Context: an optimization exercise on an open-source flow, tuned for a short achievable clock period and few clock cycles. The choices shown serve that exercise and are no tape-out recipe.
The RTL was checked by simulation tests, not by an equivalence proof against the original design.

## flow/config.mk

```make
export PLATFORM = sky130hd
export DESIGN_NAME = dmac_top
export DESIGN_NICKNAME = dmac_top
export VERILOG_FILES = /design/flow/design.v
export SDC_FILE = /design/flow/constraint.sdc
export NUM_CORES = 4
export LEC_CHECK = 0
export CAP_MARGIN = 20
export CORE_MARGIN = 2
export CORE_UTILIZATION = 40
export SLEW_MARGIN = 20
```

## flow/constraint.sdc

```tcl
create_clock -name core_clock -period 6.0 [get_ports {HCLK}]
set_input_delay 1.2000 -clock core_clock [delete_from_list [all_inputs] [get_ports {HCLK}]]
set_output_delay 1.2000 -clock core_clock [all_outputs]
set_load 0.01 [all_outputs]
```

## flow/design.v

```verilog
package dmac_pkg;
   typedef logic [31:0] word_t;
   typedef logic [11:0] reg_offset_t;
   typedef logic [11:0] xfer_size_t;    
   typedef logic [2:0]  burst_code_t;
   typedef logic [4:0]  beat_cnt_t;     
   typedef enum logic [1:0] {
      TRANS_IDLE   = 2'b00,
      TRANS_BUSY   = 2'b01,
      TRANS_NONSEQ = 2'b10,
      TRANS_SEQ    = 2'b11
   } htrans_t;
   typedef enum logic [2:0] {
      BURST_SINGLE = 3'b000,
      BURST_INCR   = 3'b001,
      BURST_INCR4  = 3'b011,
      BURST_INCR8  = 3'b101,
      BURST_INCR16 = 3'b111
   } hburst_t;
   typedef enum logic [2:0] {
      MS_IDLE, MS_REQ, MS_RADDR, MS_RDATA, MS_WADDR, MS_WDATA
   } master_state_t;
endpackage
`timescale 1ns/1ps
module dmac_reg_slave (
   input  logic        HCLK,
   input  logic        HRESETn,
   input  logic        hsel,
   input  logic        hready,
   input  logic        hwrite,
   input  logic [1:0]     htrans,
   input  logic [31:0]       haddr,
   input  logic [31:0]       hwdata,
   input  logic        size_dec,
   input  logic        done,
   output logic [31:0]       hrdata,
   output logic [1:0]  hresp,
   output logic        hreadyout,
   output logic        run,
   output logic [31:0]       src_base,
   output logic [31:0]       dst_base,
   output logic [11:0]  xfer_size,
   output logic [2:0] burst_code,
   output logic        dmacintr
);
   typedef enum logic [1:0] {S_ADDR, S_DATA, S_ERROR} slave_state_t;
   slave_state_t state;
   slave_state_t state_nxt;
   dmac_pkg::reg_offset_t  ofs_q;
   logic         wr_q;
   logic         glb_en;
   logic         ch_en;
   logic         int_mask;
   logic         int_pend;
   logic         addr_valid;
   logic         mapped;
   logic         bad_wr;
   logic         reg_wr;
   logic         wr_ctrl;
   logic         wr_chcfg;
   assign addr_valid = hsel && hready && (htrans == dmac_pkg::TRANS_NONSEQ || htrans == dmac_pkg::TRANS_SEQ);
   always_comb begin
      case (ofs_q)
         12'h030, 12'h100, 12'h104,
         12'h10C, 12'h110: mapped = 1'b1;
         default:                         mapped = 1'b0;
      endcase
   end
   assign bad_wr   = (state == S_DATA) && wr_q && !mapped;    
   assign reg_wr   = (state == S_DATA) && wr_q && mapped && hready;
   assign wr_ctrl  = reg_wr && (ofs_q == 12'h10C);
   assign wr_chcfg = reg_wr && (ofs_q == 12'h110);
   always_comb begin
      state_nxt = state;
      case (state)
         S_DATA: begin
            if (bad_wr)
               state_nxt = S_ERROR;
            else if (hready)
               state_nxt = addr_valid ? S_DATA : S_ADDR;
         end
         S_ADDR, S_ERROR: state_nxt = addr_valid ? S_DATA : S_ADDR;
         default:         state_nxt = S_ADDR;
      endcase
   end
   always_ff @(posedge HCLK or negedge HRESETn) begin
      if (!HRESETn) begin
         state <= S_ADDR;
         ofs_q <= '0;
         wr_q  <= 1'b0;
      end else begin
         state <= state_nxt;
         if (addr_valid) begin
            ofs_q <= haddr[11:0];
            wr_q  <= hwrite;
         end
      end
   end
   always_ff @(posedge HCLK or negedge HRESETn) begin
      if (!HRESETn) begin
         glb_en     <= 1'b0;
         src_base   <= '0;
         dst_base   <= '0;
         xfer_size  <= '0;
         burst_code <= '0;
         ch_en      <= 1'b0;
         int_mask   <= 1'b0;
         int_pend   <= 1'b0;
      end else begin
         if (reg_wr && ofs_q == 12'h030)
            glb_en <= hwdata[0];
         if (reg_wr && ofs_q == 12'h100)
            src_base <= hwdata;
         if (reg_wr && ofs_q == 12'h104)
            dst_base <= hwdata;
         if (wr_ctrl) begin
            xfer_size  <= hwdata[11:0];
            burst_code <= hwdata[14:12];
         end else if (size_dec) begin
            xfer_size <= xfer_size - dmac_pkg::xfer_size_t'(4);
         end
         if (wr_chcfg) begin
            ch_en    <= hwdata[0];
            int_mask <= hwdata[1];
            int_pend <= hwdata[2];
         end else if (done) begin
            ch_en    <= 1'b0;
            int_pend <= 1'b1;
         end
      end
   end
   always_comb begin
      hrdata = '0;
      if (state == S_DATA && !wr_q) begin
         case (ofs_q)
            12'h030: hrdata[0] = glb_en;
            12'h100:    hrdata = src_base;
            12'h104:    hrdata = dst_base;
            12'h10C: begin
               hrdata[11:0]       = xfer_size;
               hrdata[14:12] = burst_code;
            end
            12'h110: begin
               hrdata[0]    = ch_en;
               hrdata[1] = int_mask;
               hrdata[2] = int_pend;
            end
            default: hrdata = '0;    
         endcase
      end
   end
   assign hresp     = (bad_wr || state == S_ERROR) ? 2'b01 : 2'b00;
   assign hreadyout = !bad_wr;
   assign run       = glb_en && ch_en;
   assign dmacintr  = int_pend && int_mask;
endmodule
`timescale 1ns/1ps
module dmac_channel_ctrl (
   input  logic        HCLK,
   input  logic        HRESETn,
   input  logic        run,
   input  logic        hready,
   input  logic        hgrant,
   input  logic [31:0]       src_base,
   input  logic [31:0]       dst_base,
   input  logic [11:0]  xfer_size,
   input  logic [2:0] burst_code,
   output logic        size_dec,
   output logic        done,
   output logic        hbusreq,
   output logic        buf_clear,
   output logic [1:0]     trans,
   output logic [31:0]       addr,
   output logic        write,
   output logic [2:0]     burst
);
   dmac_pkg::master_state_t state;
   logic          grant_q;
   dmac_pkg::word_t         src_addr;
   dmac_pkg::word_t         dst_addr;
   dmac_pkg::beat_cnt_t     rd_cnt;
   dmac_pkg::beat_cnt_t     wr_cnt;
   dmac_pkg::beat_cnt_t     len_q;
   dmac_pkg::hburst_t       burst_q;
   dmac_pkg::beat_cnt_t     prog_len;
   dmac_pkg::hburst_t       prog_burst;
   logic [9:0]    words_left;
   logic          last_rd;
   logic          last_wr;
   assign words_left = xfer_size[11:2];
   assign last_rd    = (rd_cnt == len_q - 5'd1);
   assign last_wr    = (wr_cnt == len_q - 5'd1);
   always_comb begin
      case (burst_code)
         3'd0: begin
            prog_len   = 5'd1;
            prog_burst = dmac_pkg::BURST_SINGLE;
         end
         3'd1: begin
            prog_len   = 5'd4;
            prog_burst = dmac_pkg::BURST_INCR4;
         end
         3'd2: begin
            prog_len   = 5'd8;
            prog_burst = dmac_pkg::BURST_INCR8;
         end
         default: begin
            prog_len   = dmac_pkg::beat_cnt_t'(16);
            prog_burst = dmac_pkg::BURST_INCR16;
         end
      endcase
   end
   always_ff @(posedge HCLK or negedge HRESETn) begin
      if (!HRESETn)
         grant_q <= 1'b0;
      else
         grant_q <= hgrant;
   end
   always_ff @(posedge HCLK or negedge HRESETn) begin
      if (!HRESETn) begin
         state    <= dmac_pkg::MS_IDLE;
         src_addr <= '0;
         dst_addr <= '0;
         rd_cnt   <= '0;
         wr_cnt   <= '0;
         len_q    <= '0;
         burst_q  <= dmac_pkg::BURST_SINGLE;
      end else if (hready) begin
         case (state)
            dmac_pkg::MS_IDLE: begin
               if (run && words_left != '0) begin
                  src_addr <= {src_base[31:2], 2'b00};
                  dst_addr <= {dst_base[31:2], 2'b00};
                  state    <= dmac_pkg::MS_REQ;
               end
            end
            dmac_pkg::MS_REQ: begin
               if (grant_q) begin
                  if (words_left < {5'd0, prog_len}) begin    
                     len_q   <= words_left[4:0];
                     burst_q <= dmac_pkg::BURST_INCR;
                  end else begin
                     len_q   <= prog_len;
                     burst_q <= prog_burst;
                  end
                  rd_cnt <= '0;
                  wr_cnt <= '0;
                  state  <= dmac_pkg::MS_RADDR;
               end
            end
            dmac_pkg::MS_RADDR: begin
               src_addr <= src_addr + dmac_pkg::word_t'(4);
               rd_cnt   <= rd_cnt + 5'd1;
               if (last_rd)
                  state <= dmac_pkg::MS_RDATA;
            end
            dmac_pkg::MS_RDATA: state <= dmac_pkg::MS_WADDR;    
            dmac_pkg::MS_WADDR: begin
               dst_addr <= dst_addr + dmac_pkg::word_t'(4);
               wr_cnt   <= wr_cnt + 5'd1;
               if (last_wr)
                  state <= dmac_pkg::MS_WDATA;
            end
            dmac_pkg::MS_WDATA: state <= (words_left <= 10'd1) ? dmac_pkg::MS_IDLE : dmac_pkg::MS_REQ;
            default:  state <= dmac_pkg::MS_IDLE;
         endcase
      end
   end
   always_comb begin
      trans = dmac_pkg::TRANS_IDLE;
      if (state == dmac_pkg::MS_RADDR)
         trans = (rd_cnt == '0) ? dmac_pkg::TRANS_NONSEQ : dmac_pkg::TRANS_SEQ;
      else if (state == dmac_pkg::MS_WADDR)
         trans = (wr_cnt == '0) ? dmac_pkg::TRANS_NONSEQ : dmac_pkg::TRANS_SEQ;
   end
   assign write     = (state == dmac_pkg::MS_WADDR) || (state == dmac_pkg::MS_WDATA);
   assign addr      = write ? dst_addr : src_addr;
   assign burst     = burst_q;
   assign hbusreq   = (state != dmac_pkg::MS_IDLE);
   assign buf_clear = hready && (state == dmac_pkg::MS_REQ) && grant_q;
   assign size_dec = hready && ((state == dmac_pkg::MS_WADDR && wr_cnt != '0) || state == dmac_pkg::MS_WDATA);
   assign done = hready && ((state == dmac_pkg::MS_WDATA && words_left <= 10'd1) ||
                            (state == dmac_pkg::MS_IDLE && run && words_left == '0));
endmodule
`timescale 1ns/1ps
module dmac_burst_buffer (
   input  logic  HCLK,
   input  logic  HRESETn,
   input  logic  buf_clear,
   input  logic  rd_beat,
   input  logic  wr_beat,
   input  logic [31:0] rd_data,
   output logic [31:0] wr_data
);
   localparam int IDX_W = $clog2(16);
   dmac_pkg::word_t     mem [16];
   dmac_pkg::beat_cnt_t fill_idx;
   dmac_pkg::beat_cnt_t drain_idx;
   always_ff @(posedge HCLK or negedge HRESETn) begin
      if (!HRESETn) begin
         fill_idx  <= '0;
         drain_idx <= '0;
      end else if (buf_clear) begin
         fill_idx  <= '0;
         drain_idx <= '0;
      end else begin
         if (rd_beat)
            fill_idx <= fill_idx + 5'd1;
         if (wr_beat)
            drain_idx <= drain_idx + 5'd1;
      end
   end
   always_ff @(posedge HCLK) begin
      if (rd_beat)
         mem[fill_idx[IDX_W-1:0]] <= rd_data;
   end
   assign wr_data = mem[drain_idx[IDX_W-1:0]];    
endmodule
`timescale 1ns/1ps
module dmac_master_port (
   input  logic    HCLK,
   input  logic    HRESETn,
   input  logic    hready,
   input  logic [1:0] trans,
   input  logic [31:0]   addr,
   input  logic    write,
   input  logic [2:0] burst,
   input  logic [31:0]   hrdata,
   input  logic [31:0]   wr_data,
   output logic [1:0] m_htrans,
   output logic [31:0]   m_haddr,
   output logic    m_hwrite,
   output logic [2:0] m_hburst,
   output logic [31:0]   m_hwdata,
   output logic    rd_beat,
   output logic    wr_beat,
   output logic [31:0]   rd_data
);
   logic dp_valid;    
   logic dp_write;
   assign m_htrans = trans;
   assign m_haddr  = addr;
   assign m_hwrite = write;
   assign m_hburst = burst;
   always_ff @(posedge HCLK or negedge HRESETn) begin
      if (!HRESETn) begin
         dp_valid <= 1'b0;
         dp_write <= 1'b0;
      end else if (hready) begin
         dp_valid <= (trans == dmac_pkg::TRANS_NONSEQ) || (trans == dmac_pkg::TRANS_SEQ);
         dp_write <= write;
      end
   end
   assign rd_beat  = hready && dp_valid && !dp_write;
   assign wr_beat  = hready && dp_valid && dp_write;
   assign rd_data  = hrdata;
   assign m_hwdata = (dp_valid && dp_write) ? wr_data : '0;
endmodule
`timescale 1ns/1ps
module dmac_top (
   input  logic       HCLK,
   input  logic       HRESETn,
   input  logic       hsel,
   input  logic       hready,
   input  logic       hwrite,
   input  logic [1:0]    htrans,
   input  logic [31:0]      haddr,
   input  logic [31:0]      hwdata,
   output logic [31:0]      s_hrdata,
   output logic [1:0] s_hresp,
   output logic       hreadyout,
   input  logic [31:0]      hrdata,
   input  logic       hgrant,
   output logic       hbusreq,
   output logic [1:0]    m_htrans,
   output logic [31:0]      m_haddr,
   output logic       m_hwrite,
   output logic [2:0]    m_hburst,
   output logic [31:0]      m_hwdata,
   output logic       dmacintr
);
   logic        run;
   dmac_pkg::word_t       src_base;
   dmac_pkg::word_t       dst_base;
   dmac_pkg::xfer_size_t  xfer_size;
   dmac_pkg::burst_code_t burst_code;
   logic        size_dec;
   logic        done;
   logic        buf_clear;
   dmac_pkg::htrans_t     trans;
   dmac_pkg::word_t       addr;
   logic        write;
   dmac_pkg::hburst_t     burst;
   logic        rd_beat;
   logic        wr_beat;
   dmac_pkg::word_t       rd_data;
   dmac_pkg::word_t       wr_data;
   dmac_reg_slave u_reg_slave (
      .HCLK       (HCLK),
      .HRESETn    (HRESETn),
      .hsel       (hsel),
      .hready     (hready),
      .hwrite     (hwrite),
      .htrans     (htrans),
      .haddr      (haddr),
      .hwdata     (hwdata),
      .size_dec   (size_dec),
      .done       (done),
      .hrdata     (s_hrdata),
      .hresp      (s_hresp),
      .hreadyout  (hreadyout),
      .run        (run),
      .src_base   (src_base),
      .dst_base   (dst_base),
      .xfer_size  (xfer_size),
      .burst_code (burst_code),
      .dmacintr   (dmacintr)
   );
   dmac_channel_ctrl u_channel_ctrl (
      .HCLK       (HCLK),
      .HRESETn    (HRESETn),
      .run        (run),
      .hready     (hready),
      .hgrant     (hgrant),
      .src_base   (src_base),
      .dst_base   (dst_base),
      .xfer_size  (xfer_size),
      .burst_code (burst_code),
      .size_dec   (size_dec),
      .done       (done),
      .hbusreq    (hbusreq),
      .buf_clear  (buf_clear),
      .trans      (trans),
      .addr       (addr),
      .write      (write),
      .burst      (burst)
   );
   dmac_burst_buffer u_burst_buffer (
      .HCLK      (HCLK),
      .HRESETn   (HRESETn),
      .buf_clear (buf_clear),
      .rd_beat   (rd_beat),
      .wr_beat   (wr_beat),
      .rd_data   (rd_data),
      .wr_data   (wr_data)
   );
   dmac_master_port u_master_port (
      .HCLK     (HCLK),
      .HRESETn  (HRESETn),
      .hready   (hready),
      .trans    (trans),
      .addr     (addr),
      .write    (write),
      .burst    (burst),
      .hrdata   (hrdata),
      .wr_data  (wr_data),
      .m_htrans (m_htrans),
      .m_haddr  (m_haddr),
      .m_hwrite (m_hwrite),
      .m_hburst (m_hburst),
      .m_hwdata (m_hwdata),
      .rd_beat  (rd_beat),
      .wr_beat  (wr_beat),
      .rd_data  (rd_data)
   );
endmodule
```

## flow/run.sh

```bash
#!/bin/bash
# synth_recipe.tcl (not shown) runs the flow's synth.tcl, then flattens the netlist and writes it again
# the make line also repeats each setting of config.mk as NAME=value (left out here)
make -C /OpenROAD-flow-scripts/flow DESIGN_CONFIG=/design/flow/config.mk WORK_HOME=/design/flow/orfs CLKGATE_MAP_FILE= SYNTH_SCRIPT=/design/flow/synth_recipe.tcl finish
```

==> impl_metrics.ini <==
[clock_network]
cts.sinks = 702
htreeDepth = 3
ctsResizeCount = 0
cts.reportedPaths.clkPinSlew_ns = 0.05
clockRootBuffer = clkbuf_16
clk_latency_ns = 0.63
cts_buffer_depth = 3
numCtsBuffers = 77
cts_tree = done
post_cts_buffers = 0
ctsHoldBuffers = 0

[global_route]
antenna_found_initial = 3
overflow = 0
track_usage_pct = 19.4
grt_max_degree = 92
grt_pass1_wl_um = 115000
grt_pass1_vias = 18565

[setup_path]
cp.required_ns = 4.80
cp_max_fo = 36
crit_arrival_ns = 3.57
criticalPathCategory = reg -> out
worstSetupEndpointType = output pin
start_kind = flop

[synth]
muxShareOfSynthArea_pct = 15.6
ys_warn_count = 4
yosysSeqAreaShare_pct = 66.6
synth_edf_count = 512
synth_top_area_cell = edfxtp_1
syn_inst = 1914
yosysUniqueCellTypes = 73
avgSynthCellArea_sq_um = 15.8
synth_compound_area_share_pct = 6.32
synth_area_leaders = edfxtp_1, dfrtp_1, mux4_2, mux2_2, nand2_1
synth_xor_xnor_area_share_pct = 0.886
netlist_area_sq_um = 30200
synth_seq_cells = 702
yosys.area_share.adder_pct = 0.746
yosys.area_share.simple_pct = 7.86
synth.top_cell.area_share_pct = 50.9
synth_top_family_by_area = multiplexers
async_flop_share_pct = 27.1
ys.flop_type = edfxtp_1

[detailed_routing]
drt_first_pass_iters = 8
wl_per_cell_um = 24.0
wirelength_um = 75100
drc = 0
via_count = 18077
vias_per_cell = 5.77
first_iter_violations = 1617
antenna_left = 0

[floorplanning]
dieArea_sq_um = 77700
core_area_sq_um = 74600
die_x_um = 279
die_height_um = 279
rows = 100
start_util_pct = 40.5
ios = 211

[hold_path]
hold_class = reg -> reg

[placement]
place_area_sq_um = 33200
dp_hpwl_um = 45900
place_congestion = 0.842
io_buffers = 186

[flow_run]
maxCapViolations = 0

[power]
leakage_nw = 12.3
total_power_mw = 14.3
p_per_area_nw_per_um2 = 400
peakVddDrop_mv = 0.224

[timing]
fmax_mhz = 210
relSlewSlack_pct = 31.5
min_period_over_period_pct = 79.5
finalSetupViolCount = 0
final-hold-violation-count = 0
tns_ns = 0
holdWs_ns = 0.488
skew_ns = 0.0447
tightest_slew_ns = 1.03
rsz0062_at_grt = false
final_max_slew_viol_count = 0
period_needed_ns = 4.77

[layout]
fin_area_sq_um = 35800
fillers = 6307
most-common-layout-cells = edfxtp_1, dfrtp_1, clkdlybuf4s50_1, nand2_1, mux4_2
diodes = 0
drive_gt1_share_pct = 20.9
area_delta_synth_final_pct = 18.4
final_common_cell = edfxtp_1
final_nets = 2224

[outcome]
status = complete, no violations
-- flip-flops by register name, summed over array words and instances, names as in the netlist, 12 cells and up --
register,cells
u_channel_ctrl.src_addr,30
u_reg_slave.src_base,32
u_reg_slave.xfer_size,12
u_reg_slave.dst_base,32
u_reg_slave.ofs_q,12
u_burst_buffer.mem,512
u_channel_ctrl.dst_addr,30
-- synthesized netlist by cell type, types with 8 or more instances --
library cell,n
nor4_1,8
xnor2_1,9
a22oi_1,21
nor2_1,83
xor2_1,19
ha_1,18
a31oi_1,13
o22ai_1,19
inv_1,19
nand3_1,42
a21oi_1,79
clkbuf_1,84
and3_1,12
mux2_2,97
nand4_1,24
dfrtp_1,190
o21ai_0,53
or4_1,8
edfxtp_1,512
nand2_1,166
buf_2,15
buf_1,14
a222oi_1,14
nor3_1,27
mux4_2,160
nand2b_1,9
and2_1,55
a2bb2oi_1,19
-- layer usage --
| layer | vias up | GRT usage (%) | routed length, um |
|---|---|---|---|
| met5 | - | 0 | 22 |
| met4 | 4 | 5.49 | 1680 |
| met3 | 127 | 3.11 | 4000 |
| met2 | 584 | 32.6 | 37900 |
| met1 | 9430 | 26.2 | 31500 |
| li1 | 7932 | - | - |
-- report_power, final --
group | internal [mW] | switching, mW
sequential | 5.68 | 0.525
combinational | 1.61 | 1.73
clock | 2.81 | 1.96
-- layout make-up --
cell class / count / area (sq um) / area share (%)
Timing Repair Buffer: 227 / 2200 / 6.15
Multi-Input combinational cell: 1074 / 9570 / 26.8
Tap cell: 969 / 1210 / 3.39
Clock buffer: 96 / 2060 / 5.76
Clock inverter: 44 / 508 / 1.42
Inverter: 20 / 75.1 / 0.210
Sequential cell: 702 / 20100 / 56.3
-- critical path, stage by stage (launching register included) --
cell,delay (ns)
dfrtp_4,0.79
buf_4,0.59
mux4_2,0.40
mux4_2,0.51
and2_1,0.18
clkdlybuf4s50_1,0.47
-- path summary, 6_finish.rpt --
kind | startpoint | endpoint | slack, ns | cells after the start
hold / removal | u_channel_ctrl.burst_q[1]$_DFFE_PN0P_ | u_channel_ctrl.burst_q[1]$_DFFE_PN0P_ | 0.49 | 2
min in group asynchronous | HRESETn | u_reg_slave.dst_base[1]$_DFFE_PN0P_ | 0.58 | 1
hold reg to reg | u_channel_ctrl.burst_q[1]$_DFFE_PN0P_ | u_channel_ctrl.burst_q[1]$_DFFE_PN0P_ | 0.49 | 2
setup reg to reg | u_channel_ctrl.state[2]$_DFFE_PN0P_ | u_channel_ctrl.dst_addr[30]$_DFFE_PN0P_ | 2.65 | 5
setup / recovery | u_burst_buffer.drain_idx[1]$_DFFE_PN0P_ | m_hwdata[5] | 1.23 | 5
max in group asynchronous | HRESETn | u_burst_buffer.drain_idx[0]$_DFFE_PN0P_ | 4.04 | 2
-- logic make-up (layout without fill, tap and decap cells) --
group / count (synthesis) / in the layout
flip-flops: 702 / 702
adder cells (fa/ha/maj): 18 / 18
AO/OA/AOI/OAI: 287 / 287
other: 1 / 3
AND/OR/NAND/NOR: 478 / 478
buffers and inverters: 140 / 387
XOR/XNOR: 29 / 29
multiplexers: 259 / 259
-- per-stage QoR --
| stage | utilization, % | setup slack, ns | instances |
|---|---|---|---|
| floorplan | - | 2.39 | 1916 |
| global placement | 44.5 | 1.76 | 2992 |
| CTS | 47.9 | 1.14 | 3132 |
| global route | 48.0 | 1.08 | 3132 |
| finish | 48.0 | 1.23 | 3132 |
| detailed placement | 44.5 | 1.68 | 2992 |
Testbench counts, summed over its fixed seeds: cycles 26,504.

==> what the ideal ports hide <==
In the flow no input, the clock included, has a driving cell. The finished layout below was timed again as built, in two steps.
Step 1: set_driving_cell puts a clkbuf_16 on HCLK and a buf_2 on each other input, an assumption about the parent block.
Step 2 times the ports against the registers' clock, not the clock port: input delays grow and output delays shrink by t, the midpoint of the rising clock arrivals with the driver on.
Slacks: ideal ports / drivers / drivers and shift; pairs: ideal ports / drivers.
t (ns): 0.677
setup slack, ns: 1.227 / 1.160 / 1.680
hold slack, ns: 0.488 / 0.488 / 0.488
worst setup path at the end: input to register
clock arrival spread, ns: 0.052 / 0.053
After both steps this run still meets setup and hold. For this run, drivers alone change the setup slack by -0.067 ns; drivers and shift together by +0.453 ns.
